What follows belongs to an exercise in optimizing a design on an open flow for small area, a short achievable clock period and few clock cycles per item; a production flow would make more cautious choices.
Where RTL was checked, it was by simulation tests only, not by an equivalence proof against the original.

## the reference run
## vec_normalize
module vec_normalize (
  input  logic               clk,
  input  logic               rst,
  input  logic               in_valid,
  output logic               in_ready,
  input  logic signed [27:0] real_1,
  input  logic signed [27:0] imag_1,
  input  logic signed [27:0] real_2,
  input  logic signed [27:0] imag_2,
  input  logic signed [55:0] norm_in,
  output logic               out_valid,
  input  logic               out_ready,
  output logic signed [27:0] q_real_1,
  output logic signed [27:0] q_imag_1,
  output logic signed [27:0] q_real_2,
  output logic signed [27:0] q_imag_2,
  output logic               div_zero,
  output logic               sat
);
==> flow/config.mk <==
export PLATFORM = sky130hd
export DESIGN_NAME = vec_normalize
export DESIGN_NICKNAME = vec_normalize
export VERILOG_FILES = /design/flow/design.v
export SDC_FILE = /design/flow/constraint.sdc
export NUM_CORES = 4
export LEC_CHECK = 0
export CAP_MARGIN = 20
export CORE_MARGIN = 2
export CORE_UTILIZATION = 40
export SLEW_MARGIN = 20
==> flow/constraint.sdc <==
create_clock -name core_clock -period 11.0 [get_ports {clk}]
set_input_delay 2.2000 -clock core_clock [delete_from_list [all_inputs] [get_ports {clk}]]
set_output_delay 2.2000 -clock core_clock [all_outputs]
set_load 0.01 [all_outputs]
standard.sh (not shown) runs the stock make flow with config.mk's settings and CLKGATE_MAP_FILE= SYNTH_SCRIPT=/design/flow/synth_recipe.tcl, a recipe that flattens the netlist after the stock synthesis.
==> flow/flow/run.sh <==
#!/bin/bash
# The standard flow, with its timing repair aimed at a period well below the
# clock's and plain buffers on the ports; make's output goes to standard.log,
# each ORFS step's to its own log under orfs/logs.
bash standard.sh SETUP_SLACK_MARGIN=7.5 TNS_END_PERCENT=100 CORE_UTILIZATION=40 \
  "BUFFER_PORTS_ARGS=-buffer_cell sky130_fd_sc_hd__buf_2" finish > standard.log 2>&1
#### Input delta (the trial run over the reference run)
--- a/flow/design.v
+++ b/flow/design.v
@@ -33,25 +33,27 @@
         if (((i + 1) % (2 << l)) == (1 << l) && i >= (2 << l))
           g[i] = g[i] | (p[i] & g[i - (1 << l)]);
     s = a ^ b ^ g[55:0];
     bk_add = {g[56], s};
   endfunction
   logic [1:0]  sidx;       
+  logic [1:0]  sidx_n;
   logic [1:0]  ycnt;       
   logic        acc;        
   logic [26:0] s_a;        
   logic        s_sg;
   logic [45:0] ys, yc;     
   logic        y_sg;
   logic [27:0] xsel;
   logic [45:0] mys, myc;    
   logic [56:0] msum;       
   logic        yok, load;
   logic        itag;       
+  assign sidx_n = load ? sidx + 2'd1 : sidx;
   always_comb begin
-    case (sidx)
+    case (sidx_n)
       2'd0: xsel = real_1;
       2'd1: xsel = imag_1;
       2'd2: xsel = real_2;
       default: xsel = imag_2;
     endcase
   end
@@ -336,14 +338,14 @@
       if (acc) begin
         if (in_valid) begin
           acc  <= 1'b0;
           ycnt <= '0;
         end
       end else if (load) begin
-        sidx <= sidx + 2'd1;
-        ycnt <= '0;
+        sidx <= sidx_n;
+        ycnt <= 2'd1;
         if (sidx == 2'd3) begin
           acc  <= 1'b1;
           itag <= ~itag;
         end
       end else if (!in_valid) begin
         ycnt <= '0;
@@ -351,15 +353,23 @@
         ycnt <= ycnt + 2'd1;
       end
     end
   end
   logic [5:0]  nmsb_in;    
   logic        big_in, dz_in;
+  logic [63:0]  lzv;
+  logic [383:0] lzi;
   always_comb begin
-    nmsb_in = '0;
-    for (int i = 0; i < 54; i++) if (norm_in[i]) nmsb_in = 6'(i);
+    lzv = {10'd0, norm_in[53:0]};
+    lzi = '0;
+    for (int lv = 0; lv < 6; lv++)
+      for (int i = 0; i < (64 >> (lv + 1)); i++) begin
+        lzi[6*i +: 6] = lzv[2*i+1] ? (lzi[6*(2*i+1) +: 6] | 6'(1 << lv)) : lzi[6*(2*i) +: 6];
+        lzv[i] = lzv[2*i+1] | lzv[2*i];
+      end
+    nmsb_in = lzi[5:0];
   end
   assign dz_in  = norm_in[55] | (norm_in == '0);
   assign big_in = dz_in | norm_in[54];
   logic [1:0]        run, fin, ld, free, xfer, last, satd;
   logic [1:0][4:0]   j;          
   logic [1:0][52:0]  r;          
@@ -381,13 +391,13 @@
   logic [1:0][16:0]  wdat;
   logic              ov, vfree;
   for (genvar u = 0; u < 2; u++) begin : g_div
     logic [56:0] dsum;
     logic [15:0] mag;
     assign t[u] = {r[u], l[u][8]};
-    assign dsum = bk_add({2'd0, t[u]}, {2'b11, ~nrm[u]}, 1'b1);
+    assign dsum = {3'd0, t[u]} - {3'd0, nrm[u]};
     assign d[u] = dsum[53:0];
     assign ge[u] = ~dsum[55] & ~big[u];    
     always_comb begin
       sm[u][54] = big[u];
       for (int i = 0; i < 54; i++) sm[u][i] = big[u] | (6'(i) <= nmsb[u]);
     end
Findings:
- Changes observed in the trial run relative to the reference run: wire length saw an increase, clock network area share saw little to no change, pin slew with the least headroom to its limit saw a decrease, effective utilization at floorplan saw a decrease, sequential cell area share saw a decrease.
Testbench counts of the trial run, summed over its fixed seeds: cycles 9,352, items 512.
The RTL of the reference run was laid out without a check of its function.

## afterwards: timing with drivers on the ports
No port has a modelled driver above. Below, the same layouts with a new extraction and two added sets of constraints. Step 1: set_driving_cell puts a clkbuf_16 on clk and a buf_2 on each other input, an assumption about the parent block. Step 2 adds t to the input delays and takes it off the output delays; t is the mean of the earliest and latest rising clock arrival at the registers after step 1. Input paths then give back, and output paths get back, about the clock's delay inside the block. Three values: ideal ports, drivers, drivers and shift; two values: the first two.
| run | t, ns | setup WS [ns] | worst setup path after step 2 | latest minus earliest clock arrival (ns) | cell pins on the clock port's net |
|---|---|---|---|---|---|
| the reference run | 0.674 | 7.182 / 7.193 / 6.519 | input to register | 0.036 / 0.037 | 1 |
| the trial run | 0.692 | 7.436 / 7.370 / 6.791 | input to register | 0.021 / 0.021 | 1 |
After both steps setup and hold are still met in every run listed. The setup slack of the reference run, which loses most, moves by +0.011 ns with the drivers and by -0.663 ns with both steps.
